Context: an optimization exercise on an open-source flow, tuned for a short achievable clock period and few clock cycles. The choices shown serve that exercise and are no tape-out recipe. The RTL was checked by simulation tests, not by an equivalence proof against the original design. Power figures rest on the tool's default switching activity, not on a simulated workload.

**design/flow/flow/run.sh**
```bash
#!/bin/bash
set -euo pipefail
cd "$(dirname "$0")/.."
bash standard.sh SETUP_SLACK_MARGIN=6.9 finish > flow_make.log 2>&1
```
**design/flow/standard.sh**
```bash
#!/bin/bash
# synth_recipe.tcl (not shown) runs the flow's synth.tcl, then flattens the netlist and writes it again
# the make line also repeats each setting of config.mk as NAME=value (left out here)
make -C /OpenROAD-flow-scripts/flow DESIGN_CONFIG=/design/flow/config.mk WORK_HOME=/design/flow/orfs CLKGATE_MAP_FILE= SYNTH_SCRIPT=/design/flow/synth_recipe.tcl "${@:-finish}"
```
**design/flow/config.mk**
```make
export PLATFORM = sky130hd
export DESIGN_NAME = multiPortSdramCtrl
export DESIGN_NICKNAME = multiPortSdramCtrl
export VERILOG_FILES = /design/flow/design.v
export SDC_FILE = /design/flow/constraint.sdc
export NUM_CORES = 4
export LEC_CHECK = 0
export CAP_MARGIN = 20
export CORE_MARGIN = 2
export CORE_UTILIZATION = 40
export SLEW_MARGIN = 20
```
**design/flow/constraint.sdc**
```tcl
create_clock -name core_clock -period 10.0 [get_ports {CLK}]
set_input_delay 2.0000 -clock core_clock [delete_from_list [all_inputs] [get_ports {CLK}]]
set_output_delay 2.0000 -clock core_clock [all_outputs]
set_load 0.01 [all_outputs]
```
**design/flow/design.v**
```verilog
`timescale 1ns/1ps
`default_nettype none
module portFifo
#(
	parameter int Depth = 64,
	parameter int Width = 16
)
(
	input  logic             CLK,
	input  logic             RESET_N,
	input  logic             clear,
	input  logic             push,
	input  logic [Width-1:0] pushData,
	input  logic             pop,	 
	output logic [Width-1:0] head,
	output logic [Width-1:0] second,	 
	output logic             empty,
	output logic             one,	 
	output logic             full
);
	logic [Width-1:0] mem [Depth];
	logic [Depth:0]   tail;	 
	assign head   = mem[0];
	assign second = mem[1];
	assign empty  = tail[0];
	assign one    = tail[1];
	assign full  = tail[Depth];
	always_ff @(posedge CLK or negedge RESET_N)
	begin
		if (!RESET_N)
			tail <= {{Depth{1'b0}}, 1'b1};
		else if (clear)
			tail <= {{Depth{1'b0}}, 1'b1};
		else if (push && !pop)
			tail <= {tail[Depth-1:0], 1'b0};
		else if (pop && !push)
			tail <= {1'b0, tail[Depth:1]};
	end
	always_ff @(posedge CLK)
	begin
		for (int i = 0; i < Depth; i++)
		begin
			if (pop)
			begin
				if (tail[i+1])
					mem[i] <= pushData;
				else if (i < Depth - 1)
					mem[i] <= mem[(i < Depth - 1) ? i + 1 : i];
			end
			else if (tail[i])
				mem[i] <= pushData;
		end
	end
endmodule
`default_nettype wire
`timescale 1ns/1ps
`default_nettype none
module writeChannel
(
	input  logic        CLK,
	input  logic        RESET_N,
	input  logic [51:0] cfg,	 
	input  logic        clear,	 
	input  logic [16:0] userBeat,	 
	output logic        ready,
	input  logic        emit,	 
	output logic [15:0] memData,	 
	input  logic        issued,	 
	output logic        burstReq,
	output logic [21:0] addr
);
	logic [21:0] startAddr;
	logic [21:0] wrapAddr;
	logic [7:0]  burstLen;
	logic        inValid;	 
	logic [15:0] inData;
	logic [6:0]  pending;	 
	logic [6:0]  pendLeft;
	logic        accept;
	logic        full;	 
	logic [6:0]  avail;	 
	logic [6:0]  availNext;
	logic [7:0]  availIn;
	logic        hasBurst;	 
	logic        started;
	logic [21:0] stepAddr;	 
	logic [21:0] skipAddr;
	logic        wrapNext;
	assign startAddr = cfg[51:30];
	assign wrapAddr  = cfg[29:8];
	assign burstLen  = cfg[7:0];
	assign ready  = !full;
	assign accept = userBeat[16] && ready;
	always_ff @(posedge CLK)
		inData <= userBeat[15:0];
	portFifo #(.Depth(64), .Width(16)) i_fifo
	(
		.CLK      (CLK),
		.RESET_N  (RESET_N),
		.clear    (clear),
		.push     (inValid),
		.pushData (inData),
		.pop      (emit),
		.head     (memData),
		.second   (),
		.empty    (),
		.one      (),
		.full     ()
	);
	assign pendLeft  = pending - {6'b0, emit};
	assign availNext = avail + {6'b0, inValid} - (issued ? burstLen[6:0] : 7'd0);
	assign availIn   = {1'b0, avail} + {7'b0, inValid};
	always_ff @(posedge CLK or negedge RESET_N)
	begin
		if (!RESET_N)
		begin
			inValid  <= 1'b0;
			pending  <= '0;
			full     <= 1'b0;
			avail    <= '0;
			hasBurst <= 1'b0;
			started  <= 1'b0;
		end
		else if (clear)
		begin
			inValid  <= accept;
			pending  <= {6'b0, accept};
			full     <= 1'b0;
			avail    <= '0;
			hasBurst <= 1'b0;
			started  <= 1'b1;
		end
		else
		begin
			inValid  <= accept;
			pending  <= accept ? pendLeft + 7'd1 : pendLeft;
			full     <= accept ? (pendLeft == 7'd63) : (pendLeft == 7'd64);
			avail    <= availNext;
			hasBurst <= (burstLen != '0) &&
			            (issued ? ({1'b0, availIn} >= {burstLen, 1'b0}) : (availIn >= burstLen));
		end
	end
	assign burstReq = started && hasBurst && !issued;
	always_ff @(posedge CLK)
	begin
		stepAddr <= addr + {14'b0, burstLen};
		skipAddr <= addr + {13'b0, burstLen, 1'b0};
		wrapNext <= skipAddr > wrapAddr;
	end
	always_ff @(posedge CLK or negedge RESET_N)
	begin
		if (!RESET_N)
			addr <= '0;
		else if (clear)
			addr <= startAddr;
		else if (issued)
			addr <= wrapNext ? startAddr : stepAddr;
	end
endmodule
`default_nettype wire
`timescale 1ns/1ps
`default_nettype none
module readChannel
#(
	parameter int Room = 32	 
)
(
	input  logic        CLK,
	input  logic        RESET_N,
	input  logic [51:0] cfg,	 
	input  logic        clear,	 
	input  logic        push,	 
	input  logic [15:0] pushData,
	input  logic        pop,	 
	output logic [16:0] userBeat,
	input  logic        issued,	 
	output logic        burstReq,
	output logic [21:0] addr
);
	logic [21:0] startAddr;
	logic [21:0] wrapAddr;
	logic [7:0]  burstLen;
	logic        fifoEmpty;
	logic        fifoOne;
	logic        popLag;	 
	logic        haveWord;
	logic        doPop;	 
	logic        fifoPop;	 
	logic        fifoPush;
	logic [15:0] head;
	logic [15:0] second;
	logic [7:0]  reserved;	 
	logic [7:0]  resIssued;
	logic [7:0]  resDec;
	logic [7:0]  limOne;	 
	logic [7:0]  limTwo;
	logic        fitsOne;
	logic        fitsTwo;
	logic        roomNext;
	logic        wantBurst;	 
	logic        firstReq;	 
	logic        started;
	logic [1:0]  skipWait;	 
	logic [21:0] stepAddr;	 
	logic [21:0] skipAddr;
	logic        wrapNext;
	assign startAddr = cfg[51:30];
	assign wrapAddr  = cfg[29:8];
	assign burstLen  = cfg[7:0];
	assign haveWord = !(fifoEmpty || (fifoOne && popLag));
	assign doPop    = pop && (haveWord || push);
	assign fifoPop  = pop && haveWord;
	assign fifoPush = push && (haveWord || !pop);
	portFifo #(.Depth(Room + 1), .Width(16)) i_fifo
	(
		.CLK      (CLK),
		.RESET_N  (RESET_N),
		.clear    (clear),
		.push     (fifoPush),
		.pushData (pushData),
		.pop      (popLag),
		.head     (head),
		.second   (second),
		.empty    (fifoEmpty),
		.one      (fifoOne),
		.full     ()
	);
	always_ff @(posedge CLK)
		userBeat[15:0] <= !haveWord ? pushData : (popLag ? second : head);	 
	assign resIssued = reserved + (issued ? burstLen : 8'd0);
	assign resDec    = resIssued - 8'd1;
	always_ff @(posedge CLK)
	begin
		fitsOne <= ({1'b0, burstLen} <= 9'(Room));
		fitsTwo <= ({burstLen, 1'b0} <= 9'(Room));
		limOne  <= 8'(Room) - burstLen;
		limTwo  <= 8'(Room) - {burstLen[6:0], 1'b0};
	end
	assign roomNext = issued ? (fitsTwo && (reserved <= limTwo)) : (fitsOne && (reserved <= limOne));
	always_ff @(posedge CLK or negedge RESET_N)
	begin
		if (!RESET_N)
		begin
			userBeat[16] <= 1'b0;
			popLag       <= 1'b0;
			reserved     <= '0;
			wantBurst    <= 1'b0;
			firstReq     <= 1'b0;
			started      <= 1'b0;
			skipWait     <= '0;
		end
		else if (clear)
		begin
			userBeat[16] <= 1'b0;
			popLag       <= 1'b0;
			reserved     <= issued ? burstLen : 8'd0;
			wantBurst    <= (burstLen != '0) && !issued;
			firstReq     <= !issued;
			started      <= 1'b1;
			skipWait     <= issued ? 2'd3 : 2'd0;
		end
		else
		begin
			userBeat[16] <= doPop;
			popLag       <= fifoPop;
			reserved     <= doPop ? resDec : resIssued;
			wantBurst    <= (burstLen != '0) && roomNext && (pop || (firstReq && !issued));
			if (issued)
				firstReq <= 1'b0;
			if (skipWait != '0)
				skipWait <= skipWait - 2'd1;
		end
	end
	assign burstReq = started && wantBurst && !issued && (skipWait == '0);
	always_ff @(posedge CLK)
	begin
		stepAddr <= addr + {14'b0, burstLen};
		skipAddr <= addr + {13'b0, burstLen, 1'b0};
		wrapNext <= skipAddr > wrapAddr;
	end
	always_ff @(posedge CLK or negedge RESET_N)
	begin
		if (!RESET_N)
			addr <= '0;
		else if (clear)
			addr <= startAddr;
		else if (issued || (skipWait == 2'd1))
			addr <= wrapNext ? startAddr : stepAddr;
	end
endmodule
`default_nettype wire
`timescale 1ns/1ps
`default_nettype none
module burstArbiter
#(
	parameter int Policy = 0	 
)
(
	input  logic         CLK,
	input  logic         RESET_N,
	input  logic [3:0]   req,	 
	input  logic [87:0]  addr,	 
	input  logic [31:0]  len,	 
	input  logic         issue,	 
	input  logic         cmdValid,	 
	input  logic [1:0]   cmdStream,
	output logic         nxtValid,
	output logic [1:0]   nxtStream,
	output logic [29:0]  nxtCmd	 
);
	logic [1:0]  lastStream;
	logic        pickValid;
	logic [1:0]  pick;
	logic [1:0]  idx;
	always_comb
	begin
		pickValid = |req;
		pick      = '0;
		if (Policy == 0)
		begin
			for (int k = 4; k >= 1; k--)
			begin
				idx = lastStream + 2'(k);
				if (req[idx])
					pick = idx;
			end
		end
		else if (Policy == 1)
		begin
			for (int k = 3; k >= 0; k--)
				if (req[k])
					pick = 2'(k);
		end
		else
		begin
			for (int k = 0; k < 4; k++)
				if (req[k])
					pick = 2'(k);
		end
	end
	always_ff @(posedge CLK or negedge RESET_N)
	begin
		if (!RESET_N)
		begin
			nxtValid   <= 1'b0;
			lastStream <= '0;
		end
		else
		begin
			nxtValid <= pickValid && !issue;
			if (cmdValid)
				lastStream <= cmdStream;
		end
	end
	always_ff @(posedge CLK)
	begin
		nxtStream <= pick;
		nxtCmd    <= {addr[22*pick +: 22], len[8*pick +: 8]};
	end
endmodule
`default_nettype wire
`timescale 1ns/1ps
`default_nettype none
module burstSequencer
(
	input  logic        CLK,
	input  logic        RESET_N,
	input  logic        nxtValid,
	input  logic [1:0]  nxtStream,	 
	input  logic [29:0] nxtCmd,	 
	input  logic        startSel,	 
	input  logic        startValid,	 
	input  logic [29:0] startCmd,	 
	output logic        issue,
	output logic [31:0] memCmd,	 
	output logic [1:0]  cmdStream,
	output logic [3:0]  issued,	 
	input  logic [31:0] wrData,	 
	output logic [1:0]  emit,	 
	output logic [16:0] memWrBeat,	 
	input  logic [16:0] memRdBeat,
	output logic [1:0]  rdPush	 
);
	logic [5:0] beatsLeft;	 
	logic       busRead;
	logic       busPort;
	logic       freeNow;	 
	logic       freeOnBeat;	 
	logic       wrBeatNow;
	logic       issueOnBeat;	 
	logic       issueNoBeat;
	logic       issueNormal;
	logic [5:0] leftOnBeat;	 
	logic [5:0] leftNoBeat;
	logic [5:0] leftDec;
	assign freeNow    = (beatsLeft == 6'd0) || (beatsLeft == 6'd1 && !busRead);
	assign freeOnBeat = (beatsLeft == 6'd1) && busRead;
	assign wrBeatNow  = !busRead && (beatsLeft != 6'd0);
	assign leftDec    = (beatsLeft != 6'd0) ? beatsLeft - 6'd1 : beatsLeft;
	assign issueOnBeat = nxtValid && (freeNow || freeOnBeat);
	assign issueNoBeat = nxtValid && freeNow;
	assign leftOnBeat  = issueOnBeat ? nxtCmd[5:0] : leftDec;
	assign leftNoBeat  = issueNoBeat ? nxtCmd[5:0] : (busRead ? beatsLeft : leftDec);
	assign issueNormal = memRdBeat[16] ? issueOnBeat : issueNoBeat;
	assign issue       = startSel ? startValid : issueNormal;
	always_comb
	begin
		for (int i = 0; i < 2; i++)
		begin
			emit[i]   = wrBeatNow && (busPort == i[0]);
			rdPush[i] = memRdBeat[16] && busRead && (busPort == i[0]);
		end
	end
	always_ff @(posedge CLK or negedge RESET_N)
	begin
		if (!RESET_N)
		begin
			memCmd[31]    <= 1'b0;
			memWrBeat[16] <= 1'b0;
			beatsLeft     <= '0;
			busRead       <= 1'b0;
			busPort       <= 1'b0;
			issued        <= '0;
		end
		else
		begin
			memCmd[31]    <= issue;
			memWrBeat[16] <= wrBeatNow;
			if (startSel)
			begin
				issued    <= {1'b0, startValid, 2'b0};
				beatsLeft <= startCmd[5:0];
				busRead   <= 1'b1;
				busPort   <= 1'b0;
			end
			else
			begin
				for (int s = 0; s < 4; s++)
					issued[s] <= issueNormal && (nxtStream == 2'(s));
				beatsLeft <= memRdBeat[16] ? leftOnBeat : leftNoBeat;
				if (issueNormal)
				begin
					busRead <= nxtStream[1];
					busPort <= nxtStream[0];
				end
			end
		end
	end
	always_ff @(posedge CLK)
	begin
		memCmd[30:0]    <= startSel ? {1'b0, startCmd} : {!nxtStream[1], nxtCmd};
		cmdStream       <= startSel ? 2'd2 : nxtStream;
		memWrBeat[15:0] <= busPort ? wrData[31:16] : wrData[15:0];
	end
endmodule
`default_nettype wire
`timescale 1ns/1ps
`default_nettype none
module multiPortSdramCtrl
(
	input  logic         CLK,
	input  logic         RESET_N,
	input  logic [33:0]  wrBeat,
	input  logic [103:0] wrCfg,
	input  logic [1:0]   wrClear,
	output logic [1:0]   wrReady,
	input  logic [103:0] rdCfg,
	input  logic [1:0]   rdClear,
	input  logic [1:0]   rdPop,
	output logic [33:0]  rdBeat,
	output logic [31:0]  memCmd,
	output logic [16:0]  memWrBeat,
	input  logic [16:0]  memRdBeat
);
	logic [103:0] wrCfgReg;	 
	logic [103:0] rdCfgReg;
	logic [1:0]   wrClearReg;
	logic [1:0]   rdClearReg;
	logic [3:0]   req;
	logic [87:0]  addr;
	logic [31:0]  len;
	logic [31:0]  wrMemData;
	logic [1:0]   emit;
	logic [1:0]   rdPush;
	logic         startSel;	 
	logic         startValid;
	logic [29:0]  startCmd;
	logic         issue;
	logic [1:0]   cmdStream;
	logic         nxtValid;
	logic [1:0]   nxtStream;
	logic [29:0]  nxtCmd;
	logic [3:0]   issued;
	always_ff @(posedge CLK)
	begin
		wrCfgReg <= wrCfg;
		rdCfgReg <= rdCfg;
	end
	always_ff @(posedge CLK or negedge RESET_N)
	begin
		if (!RESET_N)
		begin
			wrClearReg <= '0;
			rdClearReg <= '0;
		end
		else
		begin
			wrClearReg <= wrClear;
			rdClearReg <= rdClear;
		end
	end
	assign startSel   = rdClear[0];
	assign startValid = rdClear[0] && (rdCfg[7:0] != '0);
	assign startCmd   = {rdCfg[51:30], rdCfg[7:0]};
	always_comb
	begin
		for (int i = 0; i < 2; i++)
		begin
			len[8*i +: 8]     = wrCfgReg[52*i +: 8];
			len[8*(i+2) +: 8] = rdCfgReg[52*i +: 8];
		end
	end
	for (genvar i = 0; i < 2; i++)
	begin : genWrite
		writeChannel i_wrChannel
		(
			.CLK      (CLK),
			.RESET_N  (RESET_N),
			.cfg      (wrCfgReg[52*i +: 52]),
			.clear    (wrClearReg[i]),
			.userBeat (wrBeat[17*i +: 17]),
			.ready    (wrReady[i]),
			.emit     (emit[i]),
			.memData  (wrMemData[16*i +: 16]),
			.issued   (issued[i]),
			.burstReq (req[i]),
			.addr     (addr[22*i +: 22])
		);
	end
	for (genvar i = 0; i < 2; i++)
	begin : genRead
		readChannel i_rdChannel
		(
			.CLK      (CLK),
			.RESET_N  (RESET_N),
			.cfg      (rdCfgReg[52*i +: 52]),
			.clear    (rdClearReg[i]),
			.push     (rdPush[i]),
			.pushData (memRdBeat[15:0]),
			.pop      (rdPop[i]),
			.userBeat (rdBeat[17*i +: 17]),
			.issued   (issued[i+2]),
			.burstReq (req[i+2]),
			.addr     (addr[22*(i+2) +: 22])
		);
	end
	burstArbiter i_arbiter
	(
		.CLK       (CLK),
		.RESET_N   (RESET_N),
		.req       (req),
		.addr      (addr),
		.len       (len),
		.issue     (issue),
		.cmdValid  (|issued),
		.cmdStream (cmdStream),
		.nxtValid  (nxtValid),
		.nxtStream (nxtStream),
		.nxtCmd    (nxtCmd)
	);
	burstSequencer i_sequencer
	(
		.CLK       (CLK),
		.RESET_N   (RESET_N),
		.nxtValid  (nxtValid),
		.nxtStream (nxtStream),
		.nxtCmd    (nxtCmd),
		.startSel  (startSel),
		.startValid(startValid),
		.startCmd  (startCmd),
		.issue     (issue),
		.memCmd    (memCmd),
		.cmdStream (cmdStream),
		.issued    (issued),
		.wrData    (wrMemData),
		.emit      (emit),
		.memWrBeat (memWrBeat),
		.memRdBeat (memRdBeat),
		.rdPush    (rdPush)
	);
endmodule
`default_nettype wire
```
==> notes.md, run 1 <==
- Status: no timing/DRC/antenna violations
- Syn Area/Cell: 9.073 sq um
- Synthesized net count: 18310
- Leading area contributor after synthesis: dfxtp_1
- CTS Buf Count: 425
- Worst path bufs/invs: 1
- I/O pin count: 352
- Crit end category: primary output
- Max-cap violations: 0
- Slew Limit Headroom: 20.95%
- First-pass GRT wire length: 681.9 mm
- Yosys warnings: 9
- Crit-path cells: buf_6
- Root Driver: clkbuf_16
- Critical path class: flop to primary output
- Grt ovf: 0
- RSZ-0062 raised after global routing: yes
- Detail Placement HPWL: 261.7 mm
- Layout Nets: 17800
- Slew @ Worst Pin: 1.186 ns
- Crit-path max cell delay: 0.47 ns
- Post-DP Area: 166500 sq um
- Synthesis-to-finish area growth: 13.95%
- Clock sink total: 4036
- Worst vdd ir: 178.8 uV
- Total Routing Usage GR: 20.26%
- Hold crit path type: flop to flop
- Share of the synthesized area in the top cell type: 43.92%
- Total negative setup slack: 0 ns
- Number of synthesized register bits: 4036
- Clock-pin slew on the worst setup and hold paths: 0.07 ns
- Register area share after synthesis: 52.11%
- Vias in the first global route: 117900
- Port Buf Inserts: 351
- Initial antenna violation count: 21
- Starting Density: 40.08%
- CP max stage cell: dfrtp_2
- DRC Markers: 0
- Cts hold-fix bufs: 0
- Setup Viol. Count Final: 0
- Die Y: 638.7 um
- Final hold vios: 0
- Final ANT Viol Nets: 0
- 1st-pass router iterations: 5
- Die area: 407900 sq um
- Vias per cell: 5.358
- Layout Skew: 0.07580 ns
- Largest net degree at the start of global routing: 199
- Leak: 72.52 nW
- Top FF cell, synth: dfxtp_1
- Initial DRC count: 8770
- Number of synthesized flops with an enable pin: 128
- CTS Buffer Depth: 4
- Final instance area: 183600 sq um
- Average wire per cell in the routed design: 18.81 um
- Width of the die: 638.7 um
- PwrDens: 266.7 nW/um^2
- Time the worst path needs with I/O delays and setup: 3.571 ns
- FFs w/ async S/R, synth: 9.242%
- Max Freq: 280.0 MHz
- Worst setup SP type: flop
- Share of cells above drive strength 1: 9.262%
- Cells after Synth: 17760
- Crit path DAT: 1.57 ns
- Final wirelength: 430.9 mm
- Critical path peak fanout: 1
- Site row count: 233
- Worst skew pair latency: 0.99 ns
- Tcrit/Tclk final: 35.71%
- Total core area: 402000 sq um
- Via count: 122700
- Worst EP required: 8.00 ns
- Gpl congestion: 0.8536
- CTS H-Tree Depth: 5
- Yosys cell types: 83
- Max Transition Viols Final: 0
- Top post-synthesis cells by area: dfxtp_1, nor2_1, o22ai_1
- Family with the most delay on the worst path: flip-flops
- CTS tree: built
- Mapped Area: 161100 sq um
[area by class of cell]
class / count / area (sq um)
timing repair inverter: 2 / 27.53
tap: 5287 / 6615
sequential: 4036 / 84210
clock inverter: 116 / 1150
multi-input combinational: 11900 / 71220
timing repair buffer: 655 / 6716
fill: 37750 / 218400
inverter: 228 / 939.7
antenna: 11 / 27.53
clock buffer: 671 / 12680
[path summary, 6_finish.rpt]
path / from / to / slack [ns] / cells past startpoint
min reg2reg: rdCfgReg[52] / genRead[1].i_rdChannel.limOne[0] / 0.42 / 0
min: rdCfgReg[52] / genRead[1].i_rdChannel.limOne[0] / 0.42 / 0
max in group asynchronous: RESET_N / genWrite[0].i_wrChannel.i_fifo.tail[1] / 7.15 / 3
max: genRead[1].i_rdChannel.userBeat[16] / rdBeat[33] / 6.43 / 1
max reg2reg: i_sequencer.issued[3] / genRead[1].i_rdChannel.reserved[7] / 6.94 / 12
min in group asynchronous: RESET_N / genRead[1].i_rdChannel.addr[4] / 1.07 / 1
[state kept, by name, summed over array words and instances, names as in the netlist, 16 cells and up]
register	flops
rdCfgReg	104
genRead.i_rdChannel.i_fifo.tail	68
i_sequencer.memWrBeat	17
genRead.i_rdChannel.i_fifo.mem	1056
genWrite.i_wrChannel.addr	44
genWrite.i_wrChannel.stepAddr	44
genRead.i_rdChannel.userBeat	34
genRead.i_rdChannel.addr	44
genRead.i_rdChannel.reserved	16
wrCfgReg	104
genWrite.i_wrChannel.i_fifo.mem	2048
genWrite.i_wrChannel.skipAddr	44
genRead.i_rdChannel.limOne	16
i_sequencer.memCmd	32
i_arbiter.nxtCmd	30
genRead.i_rdChannel.stepAddr	44
genWrite.i_wrChannel.i_fifo.tail	130
genRead.i_rdChannel.skipAddr	44
genWrite.i_wrChannel.inData	32
[placed cells by master, fill, tap and decap left out, types with 172 or more instances in the layout]
master	instances
inv_1	211
nor3_1	513
nand2b_1	217
ha_1	259
a211oi_1	670
a21oi_1	236
clkbuf_16	435
nand2_1	360
buf_4	240
o22ai_1	1990
and2_1	172
dfrtp_1	355
mux2i_1	1124
clkdlybuf4s50_1	245
mux2_2	194
dfxtp_1	3442
nor2_1	4919
[cells in the mapped netlist (15+ instances only)]
cell type,number
a221o_1,15
o31a_1,28
nor2b_1,117
o22ai_1,1991
a31oi_1,45
clkbuf_1,1247
o21ai_0,143
dfrtp_1,369
nand4_1,46
nor3_1,518
nor4_1,18
a211oi_1,673
buf_4,18
and3b_1,29
mux2i_4,21
nor2_1,4930
xor2_1,79
ha_1,270
mux2_2,195
and2_1,172
mux2i_1,1140
xnor2_1,149
clkbuf_2,29
or2_2,17
a21o_1,71
mux2i_2,54
buf_2,150
dfxtp_1,3535
a211o_1,36
and3_1,54
edfxtp_1,128
inv_1,222
nand2_1,363
o21a_1,20
buf_1,139
a21oi_1,241
nor3b_1,21
nand3_1,47
nand2b_1,283
[metal layers]
metal,global-route usage [%],vias to the layer above,wire (um)
met3,2.555,672,19170
met1,28.08,58800,203400
li1,-,60670,-
met5,0,-,0
met4,5.638,0,11650
met2,33.10,2593,196600
[timing repair]
action	4_1_cts	5_1_grt
pin swaps	11	27
buffers inserted	96	29
resized for setup	658	116
endpoints found under the hold margin	0	0
setup endpoints to repair	2764	1694
cloned	10	4
[power breakdown]
part	leakage, nW	internal [mW]	switching [mW]
Clock	6.80	8.96	6.63
Sequential	35.8	21.2	2.95
Combinational	29.9	4.17	5.03
Total	72.5	34.4	14.6
[metrics by stage]
stage                     total power [mW]  setup slack, ns  hold slack, ns  utilization, %  cells
after floorplan                      30.29            6.541          0.3938               -  17760
after global placement               32.98            5.455          0.4344           41.40  21970
after detailed placement             33.31            5.431          0.4269           41.42  21970
after CTS                            49.20            6.315          0.4345           45.47  22860
after global routing                 51.74            6.352          0.4340           45.67  22910
final                                48.96            6.429          0.4228           45.67  22910
[cell families after synthesis]
family | after synthesis | share of synthesized area, %
simple gates | 6660 | 17.32
fa+ha+maj | 282 | 2.246
mux | 1410 | 9.200
flops | 4036 | 52.11
compound gates | 3319 | 13.39
xor+xnor | 228 | 1.239
buf+inv | 1823 | 4.497
Testbench counts, summed over its fixed seeds: cycles 22,296.
==> run 2, diff against run 1 <==
--- a/design/flow/config.mk
+++ b/design/flow/config.mk
@@ -8,4 +8,7 @@
 export CAP_MARGIN = 20
 export CORE_MARGIN = 2
-export CORE_UTILIZATION = 40
+export CORE_UTILIZATION = 60
+export CTS_CLUSTER_DIAMETER = 80
+export CTS_CLUSTER_SIZE = 30
+export PLACE_DENSITY = 0.7
 export SLEW_MARGIN = 20
==> run 2 against run 1 <==
- sequential cell count stayed put
- design area is 5.5% lower
- register-to-register slack hardly changed
- non-clock buffer count is 43 higher
- sequential share of layout area is 2.6 points higher
- setup slack better by 0.061 ns
- critical path type unchanged
- critical endpoint is now wrReady[1]
- critical path depth is 1 higher
- die area is 33% lower
- clock skew is 0.027 ns lower
==> notes.md, run 2 <==
- FFs w/ async S/R, synth: 9.242%
- Status: no timing/DRC/antenna violations
- Largest net degree at the start of global routing: 239
- Critical path peak fanout: 2
- Share of the synthesized area in the top cell type: 43.92%
- Vias per cell: 5.872
- Number of synthesized flops with an enable pin: 128
- Top post-synthesis cells by count: nor2_1, dfxtp_1, o22ai_1, clkbuf_1, mux2i_1
- Hold crit path type: flop to flop
- Detail Placement HPWL: 241.2 mm
- Total Routing Usage GR: 28.01%
- Clock-pin slew on the worst setup and hold paths: 0.12 ns
- Synthesis-to-finish area growth: 7.705%
- Setup Viol. Count Final: 0
- I/O pin count: 352
- Most common cell in the synthesized netlist: nor2_1
- CP max stage cell: dfrtp_1
- Register area share after synthesis: 52.11%
- Worst skew pair latency: 0.91 ns
- Total negative setup slack: 0 ns
- Slew @ Worst Pin: 1.185 ns
- CTS Buffer Depth: 3
- Slew Limit Headroom: 21.02%
- Starting Density: 60.24%
- Vias in the first global route: 114300
- First-pass GRT wire length: 634.4 mm
- Crit end category: primary output
- Max Transition Viols Final: 0
- Top post-synthesis cells by area: dfxtp_1, nor2_1, o22ai_1
- RSZ-0062 raised after global routing: yes
- Power Total: 42.28 mW
- Crit-path cells: inv_2 -> buf_6
- CTS tree: built
- Yosys cell types: 83
- Layout Nets: 17590
- Via count: 121800
- Yosys warnings: 9
- Average wire per cell in the routed design: 19.11 um
- Initial DRC count: 9717
- Site row count: 190
- Die Y: 522.2 um
- Root Driver: clkbuf_16
- Max reg flops: 2048
- Cells after Synth: 17760
- Worst vdd ir: 232.3 uV
- Hold Worst Slack: 0.4229 ns
- Time the worst path needs with I/O delays and setup: 3.510 ns
- PwrDens: 243.7 nW/um^2
- Total core area: 267400 sq um
- Reg with most FFs: genWrite.i_wrChannel.i_fifo.mem
- Final hold vios: 0
- Port Buf Inserts: 351
- Share of cells above drive strength 1: 7.474%
- Worst setup SP type: flop
- Commonest non-fill, non-tap cell in the layout: nor2_1
- Gpl congestion: 0.8611
- CTS Buf Count: 171
- Critical path class: flop to primary output
- Biggest regs: genWrite.i_wrChannel.i_fifo.mem x2048, genRead.i_rdChannel.i_fifo.mem x1056, genWrite.i_wrChannel.i_fifo.tail x130
- Clock sink total: 4036
- Final wirelength: 396.4 mm
- Leading area contributor after synthesis: dfxtp_1
- Crit path DAT: 1.51 ns
- DRC Markers: 0
- 1st-pass router iterations: 6
- Die area: 272700 sq um
- Final ANT Viol Nets: 0
- Number of synthesized register bits: 4036
- Top FF cell, synth: dfxtp_1
- Worst EP required: 8.00 ns
- Width of the die: 522.2 um
- Most frequent cells in the layout: nor2_1, dfxtp_1, o22ai_1, mux2i_1, a211oi_1
- Leak: 68.61 nW
- Crit-path max cell delay: 0.39 ns
- Grt ovf: 0
- Initial antenna violation count: 7
- Syn Area/Cell: 9.073 sq um
- Layout Skew: 0.04852 ns
- CTS H-Tree Depth: 4
- Max-cap violations: 0
- Synthesized net count: 18310
- Tcrit/Tclk final: 35.10%
- Max Freq: 284.9 MHz
- Mapped Area: 161100 sq um
[run 2: cell counts after synthesis]
Identical to the previous run, type by type.
[run 2: final timing paths]
path	startpoint	endpoint	slack [ns]	depth (start not counted)
worst max-delay path	genWrite[1].i_wrChannel.full	wrReady[1]	6.49	2
worst min-delay path	rdCfgReg[52]	genRead[1].i_rdChannel.limOne[0]	0.42	0
worst max register to register	i_sequencer.beatsLeft[1]	genWrite[0].i_wrChannel.pending[6]	6.95	15
worst min register to register	rdCfgReg[52]	genRead[1].i_rdChannel.limOne[0]	0.42	0
max in group asynchronous	RESET_N	genRead[1].i_rdChannel.i_fifo.tail[33]	7.42	2
min in group asynchronous	RESET_N	genWrite[0].i_wrChannel.addr[18]	1.09	1
[run 2: cell families (layout without fill, tap and decap cells)]
family / count (synthesis) / after routing / share of synthesized area (%)
xor gates and xnor gates: 228 / 228 / 1.239
and+or+nand+nor: 6660 / 6663 / 17.32
buffers and inverters: 1823 / 1241 / 4.497
DFF: 4036 / 4036 / 52.11
other: 0 / 8 / 0
AOI/OAI and AO/OA: 3319 / 3319 / 13.39
adders and majority gates: 282 / 282 / 2.246
muxes: 1410 / 1410 / 9.200
[run 2: metrics by stage]
step                      setup WS, ns  util, %  area (sq um)  cells
final                            6.490    64.88        173500  20740
after global routing             6.434    64.88        173500  20740
after CTS                        6.419    64.48        172500  20680
after detailed placement         5.545    61.39        164200  20210
after global placement           5.597    61.38        164200  20210
after floorplan                  6.541        -        161300  17760
[run 2: power breakdown]
part	internal (mW)	switching (mW)	leakage (nW)	total [mW]
logic	4.17	5.04	30.1	9.21
clock network	3.63	5.37	2.75	9.00
registers	21.2	2.90	35.8	24.1
[run 2: layout make-up]
cell class,instances,area [sq um]
clock inverter,81,997.2
timing repair inverter,3,33.78
fill,22170,93920
inverter,228,915.9
timing repair buffer,698,7114
sequential,4036,84190
multi-input combinational,11900,71110
tap,3552,4444
antenna,8,20.02
clock buffer,231,4692
[run 2: per-layer routing]
layer | vias to the layer above | global-route usage, % | wire, um
met5 | - | 0 | 0
met4 | 0 | 7.048 | 8295
met3 | 506 | 2.488 | 19630
met2 | 2963 | 46.05 | 185700
met1 | 58400 | 39.76 | 182800
li1 | 59910 | - | -
[run 2: worst max-delay path: cells and delay by family, from the launching register on]
kind,cells,cell delay (ns)
DFF,1,0.39
buffers and inverters,2,0.23
[run 2: repair_timing]
action / CTS / global route
buffers inserted: 146 / 46
gates resized for setup: 630 / 92
hold buffers: 0 / 0
setup endpoints to repair: 2561 / 1081
gates cloned: 9 / 6
pin swaps: 7 / 16
==> run 3, diff against run 2 <==
==> design/flow/flow/run.sh (replaced) <==
#!/bin/bash
set -euo pipefail
cd "$(dirname "$0")/.."
MARGIN=SETUP_SLACK_MARGIN=6.9
CTS="CTS_ARGS=-sink_clustering_enable -repair_clock_nets -sink_clustering_size 30 -sink_clustering_max_diameter 80 -apply_ndr full"
bash standard.sh "$MARGIN" synth floorplan place > flow_place.log 2>&1
RESULTS=$PWD/orfs/results/sky130hd/multiPortSdramCtrl/base openroad -no_init -exit flow/move_outputs.tcl > flow_move_outputs.log 2>&1
bash standard.sh "$MARGIN" "$CTS" finish > flow_finish.log 2>&1
==> design/flow/flow/move_outputs.tcl (new file) <==
# Pull each output port's driving chain (output buffer, any inverter or
# buffer before it, and the flip-flop that starts it) next to the port, so
# the register-to-output paths do not cross the die. Then legalize.
set results $::env(RESULTS)
read_db $results/3_place.odb
set block [ord::get_db_block]
set core [$block getCoreArea]
set cx0 [$core xMin]; set cy0 [$core yMin]; set cx1 [$core xMax]; set cy1 [$core yMax]
set margin 4000

proc driver_inst {net} {
  foreach it [$net getITerms] {
    if {[$it isOutputSignal]} { return [$it getInst] }
  }
  return ""
}

set moved 0
foreach bterm [$block getBTerms] {
  if {[$bterm getIoType] ne "OUTPUT"} { continue }
  set net [$bterm getNet]
  if {$net eq "NULL" || $net eq ""} { continue }
  set bb [$bterm getBBox]
  set px [expr {([$bb xMin] + [$bb xMax]) / 2}]
  set py [expr {([$bb yMin] + [$bb yMax]) / 2}]
  # Point just inside the core, toward the pin
  set tx [expr {min(max($px, $cx0 + $margin), $cx1 - $margin)}]
  set ty [expr {min(max($py, $cy0 + $margin), $cy1 - $margin)}]
  set inst [driver_inst $net]
  set chain {}
  while {$inst ne ""} {
    lappend chain $inst
    set mname [[$inst getMaster] getName]
    if {[string match "*df*" $mname]} { break }
    if {[llength $chain] > 4} { break }
    # Single-input cell: follow its input
    set ins {}
    foreach it [$inst getITerms] {
      if {[$it isInputSignal] && [$it getNet] ne "NULL"} { lappend ins $it }
    }
    if {[llength $ins] != 1} { break }
    set inst [driver_inst [[lindex $ins 0] getNet]]
  }
  foreach inst $chain {
    if {[$inst isFixed]} { continue }
    set w [[$inst getMaster] getWidth]
    $inst setLocation [expr {$tx - $w / 2}] $ty
    $inst setPlacementStatus PLACED
    incr moved
  }
}
puts "moved $moved instances"
detailed_placement
check_placement -verbose
write_db $results/3_place.odb
--- a/design/flow/config.mk
+++ b/design/flow/config.mk
@@ -8,7 +8,7 @@
 export CAP_MARGIN = 20
 export CORE_MARGIN = 2
-export CORE_UTILIZATION = 60
+export CORE_UTILIZATION = 78
 export CTS_CLUSTER_DIAMETER = 80
 export CTS_CLUSTER_SIZE = 30
-export PLACE_DENSITY = 0.7
+export PLACE_DENSITY = 0.88
 export SLEW_MARGIN = 20
==> run 3 against run 2 <==
- setup slack improved by 0.078 ns
- design area is 0.93% lower
- non-clock buffer count rose by 49
- synthesized cell count unchanged
- total power decreased by 1.0%
- sequential power about the same
- sequential cell count stayed put
- first-iteration DRC count increased by 49%
- clock skew fell by 0.0056 ns
- critical endpoint is now wrReady[0]
- largest power group unchanged
- highest routed layer is now met5
==> notes.md, run 3 <==
- Status: no timing/DRC/antenna violations
- Fillers: 11710
- Die area: 210200 sq um
- Top post-synthesis cells by area: dfxtp_1, nor2_1, o22ai_1
- Leading area contributor after synthesis: dfxtp_1
- Layout Skew: 0.04291 ns
- Top post-synthesis cells by count: nor2_1, dfxtp_1, o22ai_1, clkbuf_1, mux2i_1
- Family with the most delay on the worst path: flip-flops
- Tcrit/Tclk final: 34.32%
- Reg2reg setup slack: 6.86 ns
- Initial DRC count: 14500
- Synthesized net count: 18310
- RSZ-0062 raised after global routing: yes
- Levels on crit path: 2
- Final ANT Viol Nets: 0
- Layout Nets: 17620
- Critical path peak fanout: 2
- DRC Markers: 0
- Most frequent cells in the layout: nor2_1, dfxtp_1, o22ai_1, mux2i_1, a211oi_1
- Largest net degree at the start of global routing: 212
- Worst setup SP type: flop
- Final hold vios: 0
- Slew @ Worst Pin: 1.117 ns
- Max reg flops: 2048
- Number of synthesized flops with an enable pin: 128
- I/O pin count: 352
- Total core area: 205000 sq um
- Initial antenna violation count: 12
- Post-layout util: 83.86%
- First-pass GRT wire length: 660.3 mm
- FFs w/ async S/R, synth: 9.242%
- Commonest non-fill, non-tap cell in the layout: nor2_1
- Max-cap violations: 0
- Detail Placement HPWL: 244.3 mm
- Most common cell in the synthesized netlist: nor2_1
- Sw frac: 31.65%
- Yosys cell types: 83
- Worst R2R End: genWrite[1].i_wrChannel.full
- Starting Density: 78.59%
- Time the worst path needs with I/O delays and setup: 3.432 ns
- Crit-path max cell delay: 0.38 ns
- Share of cells above drive strength 1: 7.526%
- Hold path startpoint: rdCfgReg[0]
- Share of the synthesized area in the top cell type: 43.92%
- Grt ovf: 0
- Top FF cell, synth: dfxtp_1
- Via count: 130000
- Slew Limit Headroom: 25.55%
- Yosys warnings: 9
- Combinational share of power: 22.9%
- Max Transition Viols Final: 0
- Total negative setup slack: 0 ns
- Multi-input gate area: 71180 sq um
- Clock-pin slew on the worst setup and hold paths: 0.11 ns
- Biggest regs: genWrite.i_wrChannel.i_fifo.mem x2048, genRead.i_rdChannel.i_fifo.mem x1056, genWrite.i_wrChannel.i_fifo.tail x130
- Worst r2r src: i_sequencer.beatsLeft[1]
- Gpl congestion: 0.8812
- Syn Area/Cell: 9.073 sq um
- Pre-CTS setup slack: 5.586 ns
- Worst vdd ir: 228.5 uV
- Reg2Reg Depth: 15
- CTS tree: built
- 1st-pass router iterations: 9
- Crit-path cells: inv_1 -> buf_2
- CP max stage cell: dfrtp_1
- Number of synthesized register bits: 4036
- Register area share after synthesis: 52.11%
- Total Routing Usage GR: 37.84%
- Reg with most FFs: genWrite.i_wrChannel.i_fifo.mem
- P_sw: 13.24 mW
- Leak: 68.41 nW
- Seq. cell area: 84120 sq um
- Worst path bufs/invs: 2
- Worst skew pair latency: 0.87 ns
- Vias per cell: 6.535
- Setup Viol. Count Final: 0
- Average wire per cell in the routed design: 20.94 um
- Vias in the first global route: 124600
- Mapped Area: 161100 sq um
- Clock sink total: 4036
- PwrDens: 243.4 nW/um^2
- Cells after Synth: 17760
- Clock power frac: 19.5%
- Port Buf Inserts: 351
- Hold path depth: 0
- Worst Hold End: genRead[0].i_rdChannel.limOne[0]
- Pint: 28.60 mW
- Flop pwr share: 57.5%
- Die Y: 458.5 um
- CTS Buf Count: 157
- Critical path class: flop to primary output
- Max Freq: 291.4 MHz
- Final wirelength: 416.4 mm
- Root Driver: clkbuf_16
- Crit end category: primary output
- Width of the die: 458.5 um
- Final setup margin: 6.568 ns
- Hold crit path type: flop to flop
- Synthesis-to-finish area growth: 6.703%
- CTS Buffer Depth: 3
- Worst EP required: 8.00 ns
- CTS H-Tree Depth: 4
- Crit path DAT: 1.43 ns
- Site row count: 166
-- run 3: cell counts after synthesis --
No cell type changed its count.
-- run 3: worst max-delay path by stage --
stage / start / endpoint / slack, ns
after CTS: genWrite[1].i_wrChannel.full / wrReady[1] / 6.53
after detailed placement: i_sequencer.beatsLeft[1] / genWrite[1].i_wrChannel.i_fifo.tail[5] / 5.59
after global placement: i_sequencer.beatsLeft[0] / genWrite[1].i_wrChannel.i_fifo.tail[6] / 5.66
final: genWrite[0].i_wrChannel.full / wrReady[0] / 6.57
after floorplan: memRdBeat[16] / genRead[1].i_rdChannel.reserved[7] / 6.54
after global routing: genWrite[0].i_wrChannel.full / wrReady[0] / 6.52
-- run 3: timing repair --
action,in CTS,in global routing
endpoints found under the hold margin,0,0
endpoints found under the setup margin,2634,1163
cloned,12,0
hold buffers,0,0
gates resized for setup,625,134
pin swaps,15,21
setup buffers,150,67
-- run 3: cell families (layout without fill, tap and decap cells) --
family / after synthesis / count (layout) / synth area share (%)
other: 0 / 7 / 0
adder cells (fa/ha/maj): 282 / 282 / 2.246
AND/OR/NAND/NOR: 6660 / 6662 / 17.32
AO/OA/AOI/OAI: 3319 / 3319 / 13.39
flip-flops: 4036 / 4036 / 52.11
buffers and inverters: 1823 / 1257 / 4.497
multiplexers: 1410 / 1410 / 9.200
XOR/XNOR: 228 / 228 / 1.239
-- run 3: routing by layer --
metal,global-route usage [%],up-vias,wire length [um]
li1,-,59960,-
met4,17.64,8,20620
met5,0,-,55
met2,61.82,6453,195000
met3,5.391,1388,34740
met1,49.91,62160,165900
-- run 3: layout make-up --
type,count,area share [%]
antenna,7,0.01019
clock buffer,257,2.650
inverter,228,0.5306
timing repair buffer,747,4.364
clock inverter,23,0.1354
timing repair inverter,2,0.01383
sequential,4036,48.93
multi-input combinational,11900,41.41
tap,2688,1.956
-- run 3: metrics by stage --
| step | cell area (sq um) | hold slack, ns | power, mW | cells |
|---|---|---|---|---|
| after global placement | 163100 | 0.4269 | 32.52 | 19370 |
| final | 171900 | 0.4372 | 41.84 | 19890 |
| after CTS | 170800 | 0.4430 | 41.44 | 19810 |
| after floorplan | 161300 | 0.3938 | 30.29 | 17760 |
| after global routing | 171900 | 0.4397 | 43.91 | 19890 |
| after detailed placement | 163200 | 0.4360 | 33.21 | 19370 |
-- run 3: worst register-to-register path: stages (launching register included) --
cell and delay (ns):
dfrtp_1 0.39, inv_2 0.07, ha_4 0.16, or2b_4 0.23, nor2_8 0.06, buf_4 0.14, nor2_4 0.17, nand2_8 0.14
inv_6 0.15, ha_1 0.23, nand2b_2 0.16, nor3_4 0.25, nand2_1 0.12, xor2_1 0.19, or4_1 0.51, o21ai_0 0.10
-- run 3: power by group through the flow --
stage | Clock (mW) | Sequential, mW | Combinational (mW)
2_1_floorplan | 0 | 23.1 | 7.19
3_3_place_gp | 0 | 24.1 | 8.46
3_5_place_dp | 0 | 24.2 | 9.01
4_1_cts | 8.20 | 23.9 | 9.32
5_1_grt | 8.76 | 24.5 | 10.7
6_report | 8.18 | 24.1 | 9.59
==> run 4, diff against run 3 <==
--- a/design/flow/config.mk
+++ b/design/flow/config.mk
@@ -8,7 +8,7 @@
 export CAP_MARGIN = 20
 export CORE_MARGIN = 2
-export CORE_UTILIZATION = 78
+export CORE_UTILIZATION = 60
 export CTS_CLUSTER_DIAMETER = 80
 export CTS_CLUSTER_SIZE = 30
-export PLACE_DENSITY = 0.88
+export PLACE_DENSITY = 0.7
 export SLEW_MARGIN = 20
==> run 4 against run 3 <==
- still clean on timing, DRC and antenna
- clock power increased by 9.0%
- largest cell class unchanged
- critical path depth unchanged
- area after synthesis unchanged
- critical endpoint is now wrReady[1]
==> notes.md, run 4 <==
- Crit end category: primary output
- CTS Buf Count: 170
- Crit-path cells: inv_1 -> buf_2
- Share of the synthesized area in the top cell type: 43.92%
- FFs w/ async S/R, synth: 9.242%
- Number of synthesized register bits: 4036
- Top FF cell, synth: dfxtp_1
- Yosys cell types: 83
- Grt ovf: 0
- Critical path class: flop to primary output
- CTS Buffer Depth: 3
- CTS H-Tree Depth: 4
- Setup Viol. Count Final: 0
- Average wire per cell in the routed design: 19.23 um
- Total Routing Usage GR: 28.15%
- Vias per cell: 5.873
- Detail Placement HPWL: 241.2 mm
- Syn Area/Cell: 9.073 sq um
- Worst skew pair latency: 0.91 ns
- Via count: 121700
- Total core area: 267400 sq um
- Die area: 272700 sq um
- Mapped Area: 161100 sq um
- Critical path peak fanout: 2
- Synthesis-to-finish area growth: 7.584%
- Width of the die: 522.2 um
- Biggest regs: genWrite.i_wrChannel.i_fifo.mem x2048, genRead.i_rdChannel.i_fifo.mem x1056, genWrite.i_wrChannel.i_fifo.tail x130
- Root Driver: clkbuf_16
- Slew @ Worst Pin: 1.191 ns
- Fin cells: 20720
- First-pass GRT wire length: 637.2 mm
- Clock sink total: 4036
- CTS tree: built
- Worst EP required: 8.00 ns
- Final hold vios: 0
- Leading area contributor after synthesis: dfxtp_1
- Site row count: 190
- Cts hold-fix bufs: 0
- DRC Markers: 0
- Clock-pin slew on the worst setup and hold paths: 0.11 ns
- 1st-pass router iterations: 6
- Max reg flops: 2048
- Crit path DAT: 1.46 ns
- Most common cell in the synthesized netlist: nor2_1
- Yosys warnings: 9
- Die Y: 522.2 um
- Vias in the first global route: 114600
- Layout Nets: 17580
- Placed cell count: 20210
- PwrDens: 243.6 nW/um^2
- Total negative setup slack: 0 ns
- Leak: 68.45 nW
- Port Buf Inserts: 351
- Worst path bufs/invs: 2
- Worst vdd ir: 221.2 uV
- I/O pin count: 352
- Tcrit/Tclk final: 34.62%
- Starting Density: 60.24%
- Reg with most FFs: genWrite.i_wrChannel.i_fifo.mem
- Register area share after synthesis: 52.11%
- Most frequent cells in the layout: nor2_1, dfxtp_1, o22ai_1, mux2i_1, a211oi_1
- Initial antenna violation count: 7
- RSZ-0062 raised after global routing: yes
- Time the worst path needs with I/O delays and setup: 3.462 ns
- Status: no timing/DRC/antenna violations
- Max Transition Viols Final: 0
- Layout Skew: 0.06962 ns
- Share of cells above drive strength 1: 7.468%
- Final ANT Viol Nets: 0
- Top post-synthesis cells by area: dfxtp_1, nor2_1, o22ai_1
- Largest net degree at the start of global routing: 239
- Cells after Synth: 17760
- CP max stage cell: dfrtp_1
- Synthesized net count: 18310
- Initial DRC count: 9735
- Family with the most delay on the worst path: flip-flops
- Hold crit path type: flop to flop
- Max-cap violations: 0
- Worst setup SP type: flop
- Final wirelength: 398.4 mm
- Max Freq: 288.9 MHz
- Commonest non-fill, non-tap cell in the layout: nor2_1
- Slew Limit Headroom: 20.62%
- Crit-path max cell delay: 0.39 ns
- Top post-synthesis cells by count: nor2_1, dfxtp_1, o22ai_1, clkbuf_1, mux2i_1
- Gpl congestion: 0.8611
- Number of synthesized flops with an enable pin: 128
[run 4: cell counts after synthesis]
No cell type changed its count.
[run 4: worst paths after layout]
check | start | endpoint | slack [ns] | depth (start not counted)
max | genWrite[1].i_wrChannel.full | wrReady[1] | 6.54 | 2
max reg2reg | i_sequencer.beatsLeft[1] | genWrite[1].i_wrChannel.full | 6.84 | 15
max in group asynchronous | RESET_N | genRead[1].i_rdChannel.i_fifo.tail[13] | 7.45 | 2
min reg2reg | rdCfgReg[52] | genRead[1].i_rdChannel.limOne[0] | 0.43 | 0
min | rdCfgReg[52] | genRead[1].i_rdChannel.limOne[0] | 0.43 | 0
min in group asynchronous | RESET_N | genWrite[0].i_wrChannel.addr[15] | 1.08 | 1
[run 4: final cells by class]
cell class / count / area [sq um]
repair buffers: 686 / 6888
clock inverters: 78 / 952.2
multi-input cells: 11900 / 71250
diodes: 6 / 15.01
flip-flops and latches: 4036 / 84170
fillers: 22140 / 94110
repair inverters: 3 / 36.28
clock buffers: 233 / 4666
well taps: 3552 / 4444
inverters: 228 / 912.1
[run 4: repair_timing]
item,CTS,global route
gates resized for setup,606,116
endpoints found under the setup margin,2595,1520
setup buffers,147,33
endpoints found under the hold margin,0,0
cloned,9,7
pin swaps,11,16
[run 4: metrics by stage]
step	utilization (%)	hold slack, ns	worst slack, ns	total power [mW]	area, sq um
floorplan	-	0.3938	6.541	30.29	161300
global placement	61.38	0.4334	5.597	32.87	164200
detailed placement	61.39	0.4346	5.545	33.23	164200
CTS	64.44	0.4332	6.453	42.19	172300
global route	64.81	0.4243	6.446	44.63	173300
finish	64.81	0.4268	6.538	42.22	173300
[run 4: cells by family after synthesis]
family,Yosys count,share of synthesized area [%]
mux,1410,9.200
compound gates,3319,13.39
xor+xnor,228,1.239
buf+inv,1823,4.497
flops,4036,52.11
simple gates,6660,17.32
fa+ha+maj,282,2.246
[run 4: where the power goes]
part / switching (mW) / total (mW) / internal, mW
Clock: 5.34 / 8.92 / 3.58
Combinational: 5.06 / 9.23 / 4.16
Sequential: 2.90 / 24.1 / 21.2
Total: 13.3 / 42.2 / 28.9
[run 4: per-layer routing]
layer	share of wire, %	GRT usage [%]	vias to the layer above
li1	-	-	59880
met1	46	39.91	58330
met2	46	46.24	2977
met3	5.0	2.556	526
met4	2.5	7.170	4
met5	0.034	0.3335	-
==> run 5, diff against run 4 <==
--- a/design/flow/config.mk
+++ b/design/flow/config.mk
@@ -8,7 +8,7 @@
 export CAP_MARGIN = 20
 export CORE_MARGIN = 2
-export CORE_UTILIZATION = 60
+export CORE_UTILIZATION = 70
 export CTS_CLUSTER_DIAMETER = 80
 export CTS_CLUSTER_SIZE = 30
-export PLACE_DENSITY = 0.7
+export PLACE_DENSITY = 0.8
 export SLEW_MARGIN = 20
==> run 5 against run 4 <==
- total power is 1.1% lower
- core utilization is 9.9 points higher
- via count is 3.0% higher
- clock power is 6.4% lower
- area after synthesis stayed put
- clock skew is 0.033 ns lower
- synthesized cell count stayed put
- setup slack better by 0.040 ns
- largest cell class unchanged
- largest power group unchanged
- highest routed layer unchanged
==> notes.md, run 5 <==
- Status: no timing/DRC/antenna violations
- Final ANT Viol Nets: 0
- Detail Placement HPWL: 244.1 mm
- Fin cells: 20160
- Worst r2r src: i_sequencer.beatsLeft[1]
- Die Y: 483.8 um
- CTS Buf Count: 160
- Average wire per cell in the routed design: 20.01 um
- Root Driver: clkbuf_16
- Total core area: 229500 sq um
- Initial DRC count: 11190
- Worst vdd ir: 215.6 uV
- Commonest non-fill, non-tap cell in the layout: nor2_1
- Total Routing Usage GR: 33.09%
- Top post-synthesis cells by area: dfxtp_1, nor2_1, o22ai_1
- Initial antenna violation count: 14
- Leak: 67.93 nW
- CTS tree: built
- Top Layer Used: met5
- Layout Nets: 17550
- Final wirelength: 403.4 mm
- Fillers: 16590
- Grt ovf: 0
- Share of the synthesized area in the top cell type: 43.92%
- FFs w/ async S/R, synth: 9.242%
- Worst R2R End: genWrite[1].i_wrChannel.i_fifo.tail[2]
- Critical path class: flop to primary output
- Slew @ Worst Pin: 1.251 ns
- Top post-synthesis cells by count: nor2_1, dfxtp_1, o22ai_1, clkbuf_1, mux2i_1
- Layout Skew: 0.03662 ns
- Site row count: 176
- Tcrit/Tclk final: 34.21%
- Crit end category: primary output
- 1st-pass router iterations: 6
- Die area: 234000 sq um
- Most common cell in the synthesized netlist: nor2_1
- Register area share after synthesis: 52.11%
- Hold path depth: 0
- Final setup margin: 6.579 ns
- DRC Markers: 0
- Syn Area/Cell: 9.073 sq um
- Via count: 125300
- Placed cell count: 19700
- Vias per cell: 6.215
- Worst setup SP type: flop
- Gpl congestion: 0.8876
- Worst skew pair latency: 0.88 ns
- Slew Limit Headroom: 15.73%
- Pre-CTS setup slack: 5.642 ns
- Clock sink total: 4036
- Hold path startpoint: rdCfgReg[0]
- Power Total: 41.75 mW
- Cells after Synth: 17760
- Seq. cell area: 84150 sq um
- Synthesis-to-finish area growth: 6.399%
- PwrDens: 243.6 nW/um^2
- Total negative setup slack: 0 ns
- Reg with most FFs: genWrite.i_wrChannel.i_fifo.mem
- Most frequent cells in the layout: nor2_1, dfxtp_1, o22ai_1, mux2i_1, a211oi_1
- Worst EP required: 8.00 ns
- Worst Hold End: genRead[0].i_rdChannel.limOne[0]
- Max-cap violations: 0
- Mapped Area: 161100 sq um
- Top FF cell, synth: dfxtp_1
- Width of the die: 483.8 um
- Vias in the first global route: 119000
- CTS H-Tree Depth: 4
- Multi-input gate area: 71150 sq um
- Met1 wire length: 173.0 mm
- Reg2Reg Depth: 10
- Yosys warnings: 9
- Wire length on met2: 190.0 mm
- Largest net degree at the start of global routing: 232
- Yosys cell types: 83
- I/O pin count: 352
- Setup Viol. Count Final: 0
- Cts hold-fix bufs: 0
- Time the worst path needs with I/O delays and setup: 3.421 ns
- Max Freq: 292.3 MHz
- First-pass GRT wire length: 644.0 mm
- Critical path peak fanout: 2
- Max reg flops: 2048
- Synthesized net count: 18310
- Starting Density: 70.21%
- Number of synthesized flops with an enable pin: 128
- Hold Worst Slack: 0.4448 ns
- Clock-pin slew on the worst setup and hold paths: 0.11 ns
- Number of synthesized register bits: 4036
- Final hold vios: 0
- RSZ-0062 raised after global routing: yes
- Reg2reg setup slack: 6.96 ns
- Share of cells above drive strength 1: 7.369%
- Biggest regs: genWrite.i_wrChannel.i_fifo.mem x2048, genRead.i_rdChannel.i_fifo.mem x1056, genWrite.i_wrChannel.i_fifo.tail x130
- Hold crit path type: flop to flop
- Port Buf Inserts: 351
- Max Transition Viols Final: 0
- Leading area contributor after synthesis: dfxtp_1
- CTS Buffer Depth: 3
- Crit path DAT: 1.42 ns
- DR WL met3: 25.06 mm
run 5: cell counts after synthesis:
No cell type changed its count.
run 5: cell families after synthesis:
kind of cell               count (synthesis)  share of synthesized area, %
muxes                                   1410                         9.200
DFF                                     4036                         52.11
and+or+nand+nor                         6660                         17.32
xor gates and xnor gates                 228                         1.239
AOI/OAI and AO/OA                       3319                         13.39
buffers and inverters                   1823                         4.497
adders and majority gates                282                         2.246
run 5: through the flow:
| step | instance area (sq um) | utilization (%) |
|---|---|---|
| finish | 171400 | 74.71 |
| global route | 171400 | 74.70 |
| CTS | 170500 | 74.28 |
| detailed placement | 163500 | 71.26 |
| global placement | 163500 | 71.24 |
| floorplan | 161300 | - |
run 5: metal layers:
| metal | vias to the layer above | GRT usage (%) |
|---|---|---|
| met1 | 60390 | 45.35 |
| met2 | 4260 | 54.00 |
| li1 | 59810 | - |
| met4 | 4 | 12.89 |
| met3 | 857 | 3.617 |
| met5 | - | 0 |
run 5: final cells by class:
class | instances | share of cell area [%]
flip-flops and latches | 4036 | 49.09
well taps | 3026 | 2.209
diodes | 13 | 0.01898
clock inverters | 33 | 0.2044
clock buffers | 250 | 2.696
repair buffers | 674 | 3.761
inverters | 228 | 0.5102
multi-input cells | 11900 | 41.51
run 5: critical path, stage by stage, from the launching register on:
cell     delay, ns
dfrtp_1       0.39
inv_2         0.07
buf_6         0.10
run 5: how the worst max path moves through the flow:
stage	slack [ns]	end	start	cells past startpoint
5_1_grt	6.52	wrReady[0]	genWrite[0].i_wrChannel.full	2
3_5_place_dp	5.64	genRead[0].i_rdChannel.i_fifo.tail[22]	memRdBeat[16]	7
4_1_cts	6.54	wrReady[0]	genWrite[0].i_wrChannel.full	2
2_1_floorplan	6.54	genRead[1].i_rdChannel.reserved[7]	memRdBeat[16]	8
6_report	6.58	wrReady[1]	genWrite[1].i_wrChannel.full	2
3_3_place_gp	5.69	genRead[0].i_rdChannel.i_fifo.tail[22]	memRdBeat[16]	7
run 5: power by group:
group | switching (mW) | total [mW] | internal [mW]
Clock | 5.03 | 8.35 | 3.32
Sequential | 2.88 | 24.1 | 21.2
Combinational | 5.19 | 9.35 | 4.16
run 5: repair_timing:
| action | CTS | global route |
|---|---|---|
| gates cloned | 8 | 1 |
| gates resized for setup | 579 | 192 |
| pin swaps | 11 | 9 |
| buffers inserted | 131 | 24 |
| endpoints found under the setup margin | 2851 | 1917 |
==> run 6, diff against run 5 <==
==> design/flow/flow/run.sh (replaced) <==
#!/bin/bash
set -euo pipefail
cd "$(dirname "$0")/.."
MARGIN=SETUP_SLACK_MARGIN=6.9
SIZING=MATCH_CELL_FOOTPRINT=0
CTS="CTS_ARGS=-sink_clustering_enable -repair_clock_nets -sink_clustering_size 30 -sink_clustering_max_diameter 80 -apply_ndr full"
bash standard.sh "$MARGIN" "$SIZING" synth floorplan place > flow_place.log 2>&1
RESULTS=$PWD/orfs/results/sky130hd/multiPortSdramCtrl/base openroad -no_init -exit flow/move_outputs.tcl > flow_move_outputs.log 2>&1
bash standard.sh "$MARGIN" "$SIZING" "$CTS" finish > flow_finish.log 2>&1
==> run 6 against run 5 <==
- clock-buffer cell count is 5 lower
- global-route usage hardly changed
- cell count is 0.16% higher
- critical path depth stayed put
- largest cell class unchanged
- largest power group unchanged
==> notes.md, run 6 <==
- Share of the synthesized area in the top cell type: 43.92%
- Worst path bufs/invs: 2
- Setup Viol. Count Final: 0
- Top post-synthesis cells by count: nor2_1, dfxtp_1, o22ai_1, clkbuf_1, mux2i_1
- Initial DRC count: 11990
- Reg2reg setup slack: 6.77 ns
- Hold Worst Slack: 0.4568 ns
- Met2 GRT Util: 53.08%
- P_sw: 13.15 mW
- Number of synthesized register bits: 4036
- Number of synthesized flops with an enable pin: 128
- DRC Markers: 0
- GR peak layer: met2
- Total core area: 229500 sq um
- Gpl congestion: 0.9010
- Width of the die: 483.8 um
- Worst EP required: 8.00 ns
- First-pass GRT wire length: 643.2 mm
- Crit end category: primary output
- I/O pin count: 352
- CTS tree: built
- Final instance area: 172300 sq um
- Port Buf Inserts: 351
- Commonest non-fill, non-tap cell in the layout: nor2_1
- Clock power frac: 19.9%
- Critical path peak fanout: 2
- Most common cell in the synthesized netlist: nor2_1
- Max-cap violations: 0
- Worst vdd ir: 238.1 uV
- Synthesized net count: 18310
- Most frequent cells in the layout: nor2_1, dfxtp_1, o22ai_1, mux2i_1, a211oi_1
- Combinational share of power: 22.1%
- Reg with most FFs: genWrite.i_wrChannel.i_fifo.mem
- Flop pwr share: 58.1%
- CTS Buffer Depth: 3
- Share of cells above drive strength 1: 7.484%
- Clock sink total: 4036
- Tcrit/Tclk final: 34.25%
- Vias per cell: 6.208
- Register area share after synthesis: 52.11%
- Syn Area/Cell: 9.073 sq um
- Layout Nets: 17580
- Crit-path cells: inv_2 -> buf_6
- Die area: 234000 sq um
- Layout Skew: 0.04101 ns
- Hold path startpoint: genWrite[1].i_wrChannel.addr[0]
- Detail Placement HPWL: 239.4 mm
- CTS Buf Count: 159
- Final hold vios: 0
- Total negative setup slack: 0 ns
- PwrDens: 242.4 nW/um^2
- Cells after Synth: 17760
- Critical path class: flop to primary output
- Mapped Area: 161100 sq um
- FFs w/ async S/R, synth: 9.242%
- Site row count: 176
- Worst R2R End: genWrite[1].i_wrChannel.full
- Met1 Resource Use GR: 46.52%
- Die Y: 483.8 um
- Worst r2r src: i_sequencer.beatsLeft[0]
- Max Freq: 292.0 MHz
- CTS H-Tree Depth: 4
- Via count: 125400
- Slew @ Worst Pin: 1.307 ns
- Family with the most delay on the worst path: flip-flops
- Leak: 68.21 nW
- Biggest regs: genWrite.i_wrChannel.i_fifo.mem x2048, genRead.i_rdChannel.i_fifo.mem x1056, genWrite.i_wrChannel.i_fifo.tail x130
- Slew Limit Headroom: 11.95%
- Top FF cell, synth: dfxtp_1
- Final wirelength: 405.5 mm
- RSZ-0062 raised after global routing: yes
- Worst skew pair latency: 0.88 ns
- Crit path DAT: 1.43 ns
- Max Transition Viols Final: 0
- Fillers: 16190
- Starting Density: 70.21%
- Post-DP Area: 163400 sq um
- Time the worst path needs with I/O delays and setup: 3.425 ns
- Status: no timing/DRC/antenna violations
- CP max stage cell: dfrtp_1
- Yosys warnings: 9
- Initial antenna violation count: 16
- Clock-pin slew on the worst setup and hold paths: 0.11 ns
- Average wire per cell in the routed design: 20.08 um
- Top post-synthesis cells by area: dfxtp_1, nor2_1, o22ai_1
- Max reg flops: 2048
- Cts hold-fix bufs: 0
- Crit-path max cell delay: 0.39 ns
- Worst Hold End: genWrite[1].i_wrChannel.skipAddr[0]
- Yosys cell types: 83
- Grt ovf: 0
- Levels on crit path: 2
- Worst setup SP type: flop
- Final ANT Viol Nets: 0
- Largest net degree at the start of global routing: 241
- 1st-pass router iterations: 6
- Leading area contributor after synthesis: dfxtp_1
- Sw frac: 31.50%
- Synthesis-to-finish area growth: 6.919%
- Total Routing Usage GR: 33.06%
- Pint: 28.60 mW
- Hold crit path type: flop to flop
- Grt met3 use: 3.800%
- Hold path depth: 0
- Root Driver: clkbuf_16
- Reg2Reg Depth: 15
- Vias in the first global route: 117700
==> run 6: cell types whose count changed in the layout (fill, tap and decap cells not counted), sizes merged, moves of 2 or more <==
cell / previous run / this run
buf: 418 / 444
bufbuf: 3 / 0
clkbuf: 256 / 260
clkinv: 13 / 18
clkinvlp: 3 / 1
dlymetal6s2s: 0 / 3
inv: 244 / 248
nand2: 367 / 365
==> run 6: per-layer routing <==
metal  routed length, um  share of wire, %
met5                  42             0.010
met4               13690               3.4
met3               28170               6.9
met1              175400                43
met2              188200                46
==> run 6: logic make-up after synthesis <==
logic type                 after synthesis  share of synthesized area (%)
AOI/OAI and AO/OA                     3319                          13.39
xor gates and xnor gates               228                          1.239
adders and majority gates              282                          2.246
buffers and inverters                 1823                          4.497
DFF                                   4036                          52.11
muxes                                 1410                          9.200
and+or+nand+nor                       6660                          17.32
==> run 6: worst max-delay path by stage <==
stage | end | from
after global routing | wrReady[0] | genWrite[0].i_wrChannel.full
after floorplan | genRead[1].i_rdChannel.reserved[7] | memRdBeat[16]
final | wrReady[0] | genWrite[0].i_wrChannel.full
after CTS | wrReady[1] | genWrite[1].i_wrChannel.full
after global placement | i_sequencer.beatsLeft[5] | memRdBeat[16]
after detailed placement | i_sequencer.beatsLeft[5] | memRdBeat[16]
==> run 6: area by class of cell <==
cell class / count / area (sq um) / share of cell area [%]
clock inverters: 38 / 397.9 / 0.2310
clock buffers: 245 / 4501 / 2.613
inverters: 228 / 913.4 / 0.5302
flip-flops and latches: 4036 / 84200 / 48.88
diodes: 14 / 35.03 / 0.02034
multi-input cells: 11900 / 71350 / 41.42
repair inverters: 1 / 11.26 / 0.006537
well taps: 3026 / 3786 / 2.198
repair buffers: 707 / 7071 / 4.105
==> run 6: power groups by stage <==
stage	clock, mW	sequential (mW)	combinational [mW]
2_1_floorplan	0	23.1	7.19
3_3_place_gp	0	24.3	8.39
6_report	8.31	24.2	9.21
4_1_cts	8.38	24.1	9.04
3_5_place_dp	0	24.4	8.79
5_1_grt	8.94	24.7	10.4
==> run 6: stage by stage <==
step	std cells	power (mW)	worst slack, ns	utilization (%)
final	20200	41.76	6.575	75.07
after global routing	20190	43.99	6.501	75.06
after CTS	20130	41.54	6.496	74.53
after detailed placement	19680	33.19	5.593	71.23
after global placement	19680	32.69	5.654	71.21
after floorplan	17760	30.29	6.541	-
==> run 6: what timing repair did <==
item / in CTS / in global routing
endpoints found under the setup margin: 2637 / 1522
setup buffers: 156 / 51
endpoints found under the hold margin: 0 / 0
resized for setup: 573 / 158
pin swaps: 13 / 20
cloned: 6 / 4

-- separate check: timing with driven ports --
No port has a modelled driver above. Below, the same layouts with a new extraction and two added sets of constraints. Step 1 (the two cells are an assumption about what drives the block):
set clk [get_ports {CLK}]
set_driving_cell -lib_cell sky130_fd_sc_hd__clkbuf_16 $clk
set_driving_cell -lib_cell sky130_fd_sc_hd__buf_2 [delete_from_list [all_inputs] $clk]
Step 2 moves the port delays by t, midway between the first and last clock arrival at a register: inputs arrive t later, outputs are due t later. That takes back most of the time a late clock gives input paths. Slacks: no drivers / after step 1 / after step 2; pairs: no drivers / after step 1.
run	t, ns	slack for setup (ns)	cell pins on the clock port's net
run 1	1.080	6.429 / 6.306 / 5.889	1
run 2	0.989	6.490 / 6.387 / 5.925	1
run 3	0.940	6.568 / 6.479 / 6.051	1
run 4	0.974	6.538 / 6.438 / 6.022	1
run 5	0.956	6.579 / 6.479 / 5.961	1
run 6	0.967	6.575 / 6.471 / 6.058	1
After both steps setup and hold are still met in every run listed. For run 5, which loses most, drivers alone change the setup slack by -0.100 ns; drivers and shift together by -0.618 ns.
